This is an optimization exercise on Yosys and OpenROAD, whose aim is small area and a short achievable clock period, not a production implementation. At most, simulation tests tie the RTL to the original design; equivalence was not proved. No activity file was given, so power comes from the tool's default toggle rates.

==> v9 <==
==> flow/design.v <==
package robEntryPkg;
    typedef logic [4-1:0]   robIdxT;
    typedef logic [32-1:0]        pcT;
    typedef logic [5-1:0]  archRegT;
    typedef logic [6-1:0]  physRegT;
    typedef logic [7-1:0] trapCodeT;
    typedef logic [3-1:0]   bufIdxT;
    typedef enum logic [1:0] {
        opAlu     = 2'b00,
        opLoad    = 2'b01,
        opStore   = 2'b10,
        opSyscall = 2'b11
    } microOpE;
    typedef struct packed {
        logic     valid;
        logic     done;
        microOpE  op;
        logic     rdValid;
        archRegT  archRd;
        physRegT  physRd;
        pcT       pc;
        logic     trap;
        trapCodeT trapCode;
        pcT       faultAddr;
        bufIdxT   bufIdx;
    } robEntryT;
endpackage
package robCtrlPkg;
    typedef enum logic {
        stateRun      = 1'b0,
        stateTrapHold = 1'b1
    } retireStateE;
    typedef logic [1:0] retireCountT;
    typedef logic [4:0] occupancyT;
endpackage
`timescale 1ns/1ps
module robTop (
    input  logic                   Clk,
    input  logic                   arstN,
    input  logic                   stall,
    input  logic                   flush,
    input  logic                   extInterrupt,
    input  logic                   dispatchValid0,
    input  robEntryPkg::pcT        dispatchPc0,
    input  robEntryPkg::microOpE   dispatchOp0,
    input  logic                   dispatchRdValid0,
    input  robEntryPkg::archRegT   dispatchArchRd0,
    input  robEntryPkg::physRegT   dispatchPhysRd0,
    input  logic                   dispatchValid1,
    input  robEntryPkg::pcT        dispatchPc1,
    input  robEntryPkg::microOpE   dispatchOp1,
    input  logic                   dispatchRdValid1,
    input  robEntryPkg::archRegT   dispatchArchRd1,
    input  robEntryPkg::physRegT   dispatchPhysRd1,
    output robEntryPkg::robIdxT    allocIdx0,
    output robEntryPkg::robIdxT    allocIdx1,
    output logic                   robFull,
    input  logic                   aluDone0,
    input  logic                   aluDone1,
    input  robEntryPkg::robIdxT    aluDoneIdx0,
    input  robEntryPkg::robIdxT    aluDoneIdx1,
    input  logic                   memDone,
    input  robEntryPkg::robIdxT    memDoneIdx,
    input  logic                   memTrap,
    input  robEntryPkg::trapCodeT  memTrapCode,
    input  robEntryPkg::pcT        memFaultAddr,
    input  robEntryPkg::bufIdxT    memBufIdx,
    input  robEntryPkg::robIdxT    pcReadIdx,
    output robEntryPkg::pcT        pcReadData,
    output logic                   commitMap0,
    output logic                   commitMap1,
    output robEntryPkg::archRegT   commitArchRd0,
    output robEntryPkg::archRegT   commitArchRd1,
    output robEntryPkg::physRegT   commitPhysRd0,
    output robEntryPkg::physRegT   commitPhysRd1,
    output logic                   memRetire,
    output logic                   memRetireStore,
    output robEntryPkg::bufIdxT    memRetireBufIdx,
    output logic                   trapValid,
    output robEntryPkg::pcT        trapPc,
    output robEntryPkg::pcT        trapAddr,
    output robEntryPkg::trapCodeT  trapCode
);
    localparam int PW = 32;
    localparam int AW = 5;
    localparam int RW = 6;
    localparam int FW = 2 + 1 + AW + RW;
    logic [3:0] headIdx, tailIdx;
    logic [4:0] occupancy;
    logic       trapHold;
    logic [1:0] retireCount;
    logic [1:0] allocCount;
    logic       trapTaken;
    logic       allocWrite0, allocWrite1;
    logic       active;
    logic [3:0] headNext;
    logic [3:0] head1Next;
    logic [7:0] rowOddSel, rowEvenSel;
    assign active      = !stall && !flush;
    assign robFull     = occupancy[4] || (occupancy[3:0] == 4'd15);
    assign allocWrite0 = dispatchValid0 && !robFull && active;
    assign allocWrite1 = allocWrite0 && dispatchValid1;
    assign allocCount  = {allocWrite1, allocWrite0 && !allocWrite1};
    assign allocIdx0 = tailIdx;
    assign allocIdx1 = tailIdx + 4'd1;
    assign headNext  = flush ? 4'd0 : stall ? headIdx : headIdx + {2'b0, retireCount};
    assign head1Next = headNext + 4'd1;
    always_ff @(posedge Clk or negedge arstN) begin
        if (!arstN) begin
            headIdx    <= '0;
            rowOddSel  <= 8'd1;
            rowEvenSel <= 8'd1;
            tailIdx    <= '0;
            occupancy  <= '0;
            trapHold   <= 1'b0;
        end else begin
            headIdx    <= headNext;
            rowOddSel  <= 8'd1 << headNext[3:1];
            rowEvenSel <= 8'd1 << head1Next[3:1];
            if (flush) begin
                tailIdx   <= '0;
                occupancy <= '0;
                trapHold  <= 1'b0;
            end else if (!stall) begin
                tailIdx   <= tailIdx + {2'b0, allocCount};
                occupancy <= occupancy + {3'b0, allocCount} - {3'b0, retireCount};
                if (trapTaken) trapHold <= 1'b1;
            end
        end
    end
    logic [FW-1:0] entF   [2][8];
    logic [PW-1:0] entPc  [2][8];
    logic [2:0]    entBuf [2][8];
    logic          entDone[2][8];
    logic [FW-1:0] wrF    [2];
    logic [PW-1:0] wrPc   [2];
    logic [1:0]    bankWe;
    logic [2:0]    bankRow[2];
    logic [FW-1:0] d0F, d1F;
    assign d0F = {dispatchOp0[0] ^ dispatchOp0[1], dispatchOp0[1], dispatchRdValid0,
                  dispatchArchRd0, dispatchPhysRd0};
    assign d1F = {dispatchOp1[0] ^ dispatchOp1[1], dispatchOp1[1], dispatchRdValid1,
                  dispatchArchRd1, dispatchPhysRd1};
    always_comb begin
        for (int b = 0; b < 2; b++) begin
            if (tailIdx[0] == b[0]) begin
                wrF[b]     = d0F;
                wrPc[b]    = dispatchPc0;
                bankWe[b]  = allocWrite0;
                bankRow[b] = tailIdx[3:1];
            end else begin
                wrF[b]     = d1F;
                wrPc[b]    = dispatchPc1;
                bankWe[b]  = allocWrite1;
                bankRow[b] = tailIdx[3:1] + {2'b0, tailIdx[0]};
            end
        end
    end
    always_ff @(posedge Clk) begin
        for (int b = 0; b < 2; b++) begin
            for (int r = 0; r < 8; r++) begin
                if (bankWe[b] && bankRow[b] == r[2:0]) begin
                    entF[b][r]  <= wrF[b];
                    entPc[b][r] <= wrPc[b];
                end
                if (active && memDone && memDoneIdx == {r[2:0], b[0]}) begin
                    entBuf[b][r] <= memBufIdx;
                end
                if (bankWe[b] && bankRow[b] == r[2:0]) begin
                    entDone[b][r] <= 1'b0;
                end else if (active && ((aluDone0 && aluDoneIdx0 == {r[2:0], b[0]}) ||
                                        (aluDone1 && aluDoneIdx1 == {r[2:0], b[0]}) ||
                                        (memDone  && memDoneIdx  == {r[2:0], b[0]}))) begin
                    entDone[b][r] <= 1'b1;
                end
            end
        end
    end
    logic                    faultValid;
    logic [3:0]              faultIdx;
    logic [7-1:0] faultCode;
    logic [PW-1:0]           faultAddr;
    logic                    faultNew;
    logic [3:0]              newAge, oldAge;
    assign newAge   = memDoneIdx - headIdx;
    assign oldAge   = faultIdx - headIdx;
    assign faultNew = active && memDone && memTrap && (!faultValid || newAge < oldAge);
    always_ff @(posedge Clk or negedge arstN) begin
        if (!arstN) begin
            faultValid <= 1'b0;
        end else if (flush) begin
            faultValid <= 1'b0;
        end else if (faultNew) begin
            faultValid <= 1'b1;
        end
    end
    always_ff @(posedge Clk) begin
        if (faultNew) begin
            faultIdx  <= memDoneIdx;
            faultCode <= memTrapCode;
            faultAddr <= memFaultAddr;
        end
    end
    logic [FW-1:0] bankF   [2];
    logic [2:0]    bankBuf [2];
    logic [PW-1:0] bankPc  [2];
    logic          bankDone[2];
    always_comb begin
        for (int b = 0; b < 2; b++) begin
            bankF[b]    = '0;
            bankBuf[b]  = '0;
            bankPc[b]   = '0;
            bankDone[b] = 1'b0;
            for (int r = 0; r < 8; r++) begin
                if (b == 0 ? rowEvenSel[r] : rowOddSel[r]) begin
                    bankF[b]    = bankF[b]    | entF[b][r];
                    bankBuf[b]  = bankBuf[b]  | entBuf[b][r];
                    bankPc[b]   = bankPc[b]   | entPc[b][r];
                    bankDone[b] = bankDone[b] | entDone[b][r];
                end
            end
        end
    end
    logic [FW-1:0] h0F, h1F;
    logic [2:0]    h0Buf, h1Buf;
    logic          h0Done, h1Done;
    assign h0F    = headIdx[0] ? bankF[1]    : bankF[0];
    assign h1F    = headIdx[0] ? bankF[0]    : bankF[1];
    assign h0Buf  = headIdx[0] ? bankBuf[1]  : bankBuf[0];
    assign h1Buf  = headIdx[0] ? bankBuf[0]  : bankBuf[1];
    assign h0Done = headIdx[0] ? bankDone[1] : bankDone[0];
    assign h1Done = headIdx[0] ? bankDone[0] : bankDone[1];
    assign trapPc = headIdx[0] ? bankPc[1]   : bankPc[0];
    assign pcReadData = entPc[pcReadIdx[0]][pcReadIdx[3:1]];
    logic       h0M, h1M, h0S, h1S;
    logic       h0Rdv, h1Rdv;
    logic       h0Valid, h1Valid;
    logic       h0Trap, h1Trap;
    logic       h0Sys, h1Sys;
    logic       retireEnable, h0Ready;
    logic       interruptTake, faultTake, syscallTake;
    logic       retire0, retire1;
    assign h0M   = h0F[FW-1];
    assign h1M   = h1F[FW-1];
    assign h0S   = h0F[FW-2];
    assign h1S   = h1F[FW-2];
    assign h0Rdv = h0F[FW-3];
    assign h1Rdv = h1F[FW-3];
    assign h0Sys = !h0M && h0S;
    assign h1Sys = !h1M && h1S;
    assign h0Valid = occupancy != 5'd0;
    assign h1Valid = occupancy[4:1] != 4'd0;
    assign h0Trap  = faultValid && (faultIdx == headIdx);
    assign h1Trap  = faultValid && (faultIdx == headIdx + 4'd1);
    assign retireEnable  = active && !trapHold;
    assign h0Ready       = retireEnable && h0Valid && h0Done;
    assign interruptTake = retireEnable && extInterrupt && h0Valid;
    assign faultTake     = h0Ready && !extInterrupt && h0Trap;
    assign syscallTake   = h0Ready && !extInterrupt && !h0Trap && h0Sys;
    assign trapTaken     = interruptTake || faultTake || syscallTake;
    assign retire0 = h0Ready && !extInterrupt && !h0Trap && !h0Sys;
    assign retire1 = retire0 && h1Valid && h1Done && !h1Trap && !h1Sys && !(h0M && h1M);
    assign retireCount = {retire1, retire0 && !retire1};
    assign commitMap0    = retire0 && h0Rdv;
    assign commitMap1    = retire1 && h1Rdv;
    assign commitArchRd0 = h0F[AW+RW-1 -: AW];
    assign commitArchRd1 = h1F[AW+RW-1 -: AW];
    assign commitPhysRd0 = h0F[RW-1:0];
    assign commitPhysRd1 = h1F[RW-1:0];
    assign memRetire       = (retire0 && h0M) || (retire1 && h1M);
    assign memRetireStore  = h0M ? h0S : h1S;
    assign memRetireBufIdx = h0M ? h0Buf : h1Buf;
    assign trapValid = trapTaken;
    assign trapCode  = extInterrupt ? 7'(0) :
                       h0Trap       ? faultCode : 7'(10);
    assign trapAddr  = (!extInterrupt && h0Trap) ? faultAddr : '0;
endmodule
==> flow/flow/run.sh <==
#!/bin/bash
# The standard layout (standard.sh, unchanged synthesis) with two changes:
# port buffers are sky130 buf_2 cells, and clock tree synthesis gets its own
# arguments. Each tool's full output stays in orfs/logs; make's output goes
# to standard.log in this folder.
set -euo pipefail
export BUFFER_PORTS_ARGS="-buffer_cell sky130_fd_sc_hd__buf_2"
export CTS_ARGS="-sink_clustering_enable -repair_clock_nets -dont_use_dummy_load"
bash standard.sh > standard.log 2>&1
==> flow/standard.sh <==
#!/bin/bash
# synth_recipe.tcl (not shown) runs the flow's synth.tcl, then flattens the netlist and writes it again
# the make line also repeats each setting of config.mk as NAME=value (left out here)
make -C /OpenROAD-flow-scripts/flow DESIGN_CONFIG=/design/flow/config.mk WORK_HOME=/design/flow/orfs CLKGATE_MAP_FILE= SYNTH_SCRIPT=/design/flow/synth_recipe.tcl "${@:-finish}"
==> flow/config.mk <==
export PLATFORM = sky130hd
export DESIGN_NAME = robTop
export DESIGN_NICKNAME = robTop
export VERILOG_FILES = /design/flow/design.v
export SDC_FILE = /design/flow/constraint.sdc
export NUM_CORES = 4
export LEC_CHECK = 0
export CAP_MARGIN = 20
export CORE_MARGIN = 2
export CORE_UTILIZATION = 40
export SETUP_SLACK_MARGIN = 3.0
export SLEW_MARGIN = 20
export TNS_END_PERCENT = 0
==> flow/constraint.sdc <==
create_clock -name core_clock -period 6.5 [get_ports {Clk}]
set_input_delay 1.3000 -clock core_clock [delete_from_list [all_inputs] [get_ports {Clk}]]
set_output_delay 1.3000 -clock core_clock [all_outputs]
set_load 0.01 [all_outputs]
==> v37: changes against v9 <==
--- a/flow/design.v
+++ b/flow/design.v
@@ -34,6 +34,58 @@
     typedef logic [4:0] occupancyT;
 endpackage
 `timescale 1ns/1ps
+module robMux4 #(parameter int W = 1) (
+    input  logic [1:0]   sel,
+    input  logic [W-1:0] d0,
+    input  logic [W-1:0] d1,
+    input  logic [W-1:0] d2,
+    input  logic [W-1:0] d3,
+    output logic [W-1:0] y
+);
+    always_comb begin
+        case (sel)
+            2'd0:    y = d0;
+            2'd1:    y = d1;
+            2'd2:    y = d2;
+            default: y = d3;
+        endcase
+    end
+endmodule
+module robRetireGate (
+    input  logic                    stall,
+    input  logic                    flush,
+    input  logic                    extInterrupt,
+    input  logic                    run,         
+    input  logic                    p0,          
+    input  logic                    p1,          
+    input  logic                    c0,          
+    input  logic                    c1,          
+    input  logic                    m,           
+    input  logic                    t,           
+    input  logic [7-1:0] faultTrapCode,   
+    input  logic [32-1:0]        faultTrapAddr,   
+    output logic                    retire0,
+    output logic                    retire1,
+    output logic                    commitMap0,
+    output logic                    commitMap1,
+    output logic                    memRetire,
+    output logic                    trapValid,
+    output logic [7-1:0] trapCode,
+    output logic [32-1:0]        trapAddr
+);
+    logic go, active;
+    assign active     = !stall && !flush;
+    assign go         = active && !extInterrupt;
+    assign retire0    = go && p0;
+    assign retire1    = go && p1;
+    assign commitMap0 = go && c0;
+    assign commitMap1 = go && c1;
+    assign memRetire  = go && m;
+    assign trapValid  = active && ((extInterrupt && run) || t);
+    assign trapCode   = extInterrupt ? 7'(0) : faultTrapCode;
+    assign trapAddr   = extInterrupt ? '0 : faultTrapAddr;
+endmodule
+`timescale 1ns/1ps
 module robTop (
     input  logic                   Clk,
     input  logic                   arstN,
@@ -231,14 +283,24 @@
     assign h0Done = headIdx[0] ? bankDone[1] : bankDone[0];
     assign h1Done = headIdx[0] ? bankDone[0] : bankDone[1];
     assign trapPc = headIdx[0] ? bankPc[1]   : bankPc[0];
-    assign pcReadData = entPc[pcReadIdx[0]][pcReadIdx[3:1]];
+    logic [PW-1:0] pcQuad [4];
+    for (genvar q = 0; q < 4; q++) begin : g_pcQuad
+        robMux4 #(.W(PW)) u_mux (
+            .sel(pcReadIdx[1:0]),
+            .d0(entPc[0][2*q]), .d1(entPc[1][2*q]), .d2(entPc[0][2*q+1]), .d3(entPc[1][2*q+1]),
+            .y(pcQuad[q])
+        );
+    end
+    robMux4 #(.W(PW)) u_pcMux (
+        .sel(pcReadIdx[3:2]),
+        .d0(pcQuad[0]), .d1(pcQuad[1]), .d2(pcQuad[2]), .d3(pcQuad[3]),
+        .y(pcReadData)
+    );
     logic       h0M, h1M, h0S, h1S;
     logic       h0Rdv, h1Rdv;
     logic       h0Valid, h1Valid;
     logic       h0Trap, h1Trap;
     logic       h0Sys, h1Sys;
-    logic       retireEnable, h0Ready;
-    logic       interruptTake, faultTake, syscallTake;
     logic       retire0, retire1;
     assign h0M   = h0F[FW-1];
     assign h1M   = h1F[FW-1];
@@ -252,26 +314,39 @@
     assign h1Valid = occupancy[4:1] != 4'd0;
     assign h0Trap  = faultValid && (faultIdx == headIdx);
     assign h1Trap  = faultValid && (faultIdx == headIdx + 4'd1);
-    assign retireEnable  = active && !trapHold;
-    assign h0Ready       = retireEnable && h0Valid && h0Done;
-    assign interruptTake = retireEnable && extInterrupt && h0Valid;
-    assign faultTake     = h0Ready && !extInterrupt && h0Trap;
-    assign syscallTake   = h0Ready && !extInterrupt && !h0Trap && h0Sys;
-    assign trapTaken     = interruptTake || faultTake || syscallTake;
-    assign retire0 = h0Ready && !extInterrupt && !h0Trap && !h0Sys;
-    assign retire1 = retire0 && h1Valid && h1Done && !h1Trap && !h1Sys && !(h0M && h1M);
+    logic run;
+    logic p0, p1;
+    assign run = !trapHold && h0Valid;
+    assign p0  = run && h0Done && !h0Trap && !h0Sys;
+    assign p1  = p0 && h1Valid && h1Done && !h1Trap && !h1Sys && !(h0M && h1M);
+    robRetireGate u_gate (
+        .stall        (stall),
+        .flush        (flush),
+        .extInterrupt (extInterrupt),
+        .run          (run),
+        .p0           (p0),
+        .p1           (p1),
+        .c0           (p0 && h0Rdv),
+        .c1           (p1 && h1Rdv),
+        .m            ((p0 && h0M) || (p1 && h1M)),
+        .t            (run && h0Done && (h0Trap || h0Sys)),
+        .faultTrapCode(h0Trap ? faultCode : 7'(10)),
+        .faultTrapAddr(h0Trap ? faultAddr : '0),
+        .retire0      (retire0),
+        .retire1      (retire1),
+        .commitMap0   (commitMap0),
+        .commitMap1   (commitMap1),
+        .memRetire    (memRetire),
+        .trapValid    (trapValid),
+        .trapCode     (trapCode),
+        .trapAddr     (trapAddr)
+    );
+    assign trapTaken   = trapValid;
     assign retireCount = {retire1, retire0 && !retire1};
-    assign commitMap0    = retire0 && h0Rdv;
-    assign commitMap1    = retire1 && h1Rdv;
     assign commitArchRd0 = h0F[AW+RW-1 -: AW];
     assign commitArchRd1 = h1F[AW+RW-1 -: AW];
     assign commitPhysRd0 = h0F[RW-1:0];
     assign commitPhysRd1 = h1F[RW-1:0];
-    assign memRetire       = (retire0 && h0M) || (retire1 && h1M);
     assign memRetireStore  = h0M ? h0S : h1S;
     assign memRetireBufIdx = h0M ? h0Buf : h1Buf;
-    assign trapValid = trapTaken;
-    assign trapCode  = extInterrupt ? 7'(0) :
-                       h0Trap       ? faultCode : 7'(10);
-    assign trapAddr  = (!extInterrupt && h0Trap) ? faultAddr : '0;
 endmodule
--- a/flow/flow/run.sh
+++ b/flow/flow/run.sh
@@ -5,5 +5,5 @@
 # to standard.log in this folder.
 set -euo pipefail
 export BUFFER_PORTS_ARGS="-buffer_cell sky130_fd_sc_hd__buf_2"
-export CTS_ARGS="-sink_clustering_enable -repair_clock_nets -dont_use_dummy_load"
+export CTS_ARGS="-sink_clustering_enable -repair_clock_nets -dont_use_dummy_load -buf_list sky130_fd_sc_hd__clkbuf_8 -sink_clustering_size 16 -sink_clustering_max_diameter 60"
 bash standard.sh > standard.log 2>&1
--- a/flow/config.mk
+++ b/flow/config.mk
@@ -10,4 +10,5 @@
 export CORE_UTILIZATION = 40
 export SETUP_SLACK_MARGIN = 3.0
 export SLEW_MARGIN = 20
+export SYNTH_HIERARCHICAL = 1
 export TNS_END_PERCENT = 0
==> v23: changes against v9 <==
--- a/flow/flow/run.sh
+++ b/flow/flow/run.sh
@@ -5,5 +5,5 @@
 # to standard.log in this folder.
 set -euo pipefail
 export BUFFER_PORTS_ARGS="-buffer_cell sky130_fd_sc_hd__buf_2"
-export CTS_ARGS="-sink_clustering_enable -repair_clock_nets -dont_use_dummy_load"
+export CTS_ARGS="-sink_clustering_enable -repair_clock_nets -dont_use_dummy_load -buf_list sky130_fd_sc_hd__clkbuf_16 -sink_clustering_size 30 -sink_clustering_max_diameter 100"
 bash standard.sh > standard.log 2>&1
==> run summary <==
item                                                                        v37              v9             v23
Final design instance area without fill                              43900 um^2      45000 um^2      43500 um^2
Post-DP HPWL                                                            72.2 mm         81.3 mm         81.3 mm
Critical Path Sink                                               pcReadData[13]  pcReadData[29]  pcReadData[17]
Vias in the first global route                                            25500           27700           27200
Power share of the combinational group                                     9.0%            6.6%            7.8%
Synthesized-area fraction occupied by ao, oa, aoi and oai cells           10.2%           16.1%           16.1%
Setup slack of the most critical reg-to-reg path                        2390 ps         2300 ps         2440 ps
CTS-repair resized insts                                                     55             128             134
Max-slew headroom at the worst pin                                        25.7%           19.5%           19.7%
Mux cell area share after synthesis                                       12.5%           3.55%           3.55%
Register cell area after layout                                      26000 um^2      26000 um^2      26000 um^2
Instance area after placement                                        41200 um^2      40700 um^2      40700 um^2
Hold path endpoint                                                  entDone[12]      entDone[9]      entDone[9]
Placement Setup Slack                                                   1570 ps         1080 ps         1080 ps
Worst R2R Path Depth                                                         15              13              12
Wire length on met2                                                     62.3 mm         66.1 mm         66.1 mm
Tightest hold margin                                                     501 ps          479 ps          492 ps
Clock tree skew after final layout                                      66.7 ps         39.8 ps         58.9 ps
Maximum cell stage delay along the critical path                         520 ps          470 ps          560 ps
Net switching power                                                   0.00231 W       0.00251 W       0.00218 W
Clock-pin slew on the worst setup and hold paths                         100 ps           60 ps          120 ps
Switching fraction of total power                                         23.1%           21.8%           22.4%
Status                                                           finished clean  finished clean  finished clean
Number of standard-cell rows in the floorplan                               113             112             112
Core footprint                                                       95000 um^2      93000 um^2      93000 um^2
Only the layout flow was run in v37; the RTL was not checked for function there.

[afterwards: timing with drivers on the ports]
How much do the figures lean on ideal ports? The routed layouts below were timed once more, with nothing changed but the port constraints. Step 1: set_driving_cell puts a clkbuf_16 on Clk and a buf_2 on each other input, an assumption about the parent block. Step 2 times the ports against the registers' clock, not the clock port: input delays grow and output delays shrink by t, the midpoint of the rising clock arrivals with the driver on. a / b / c = no drivers / after step 1 / after step 2; a / b = the first two.
run | shift t [ns] | setup slack, ns | worst hold slack (ns)
v9 | 0.708 | 2.100 / 1.878 / 1.614 | 0.479 / 0.479 / 0.479
v37 | 0.755 | 2.209 / 2.011 / 1.991 | 0.501 / 0.501 / 0.501
v23 | 0.663 | 2.079 / 1.912 / 1.843 | 0.492 / 0.492 / 0.492
After both steps every run listed still meets setup and hold. The setup slack of v9, which loses most, moves by -0.222 ns with the drivers and by -0.486 ns with both steps.
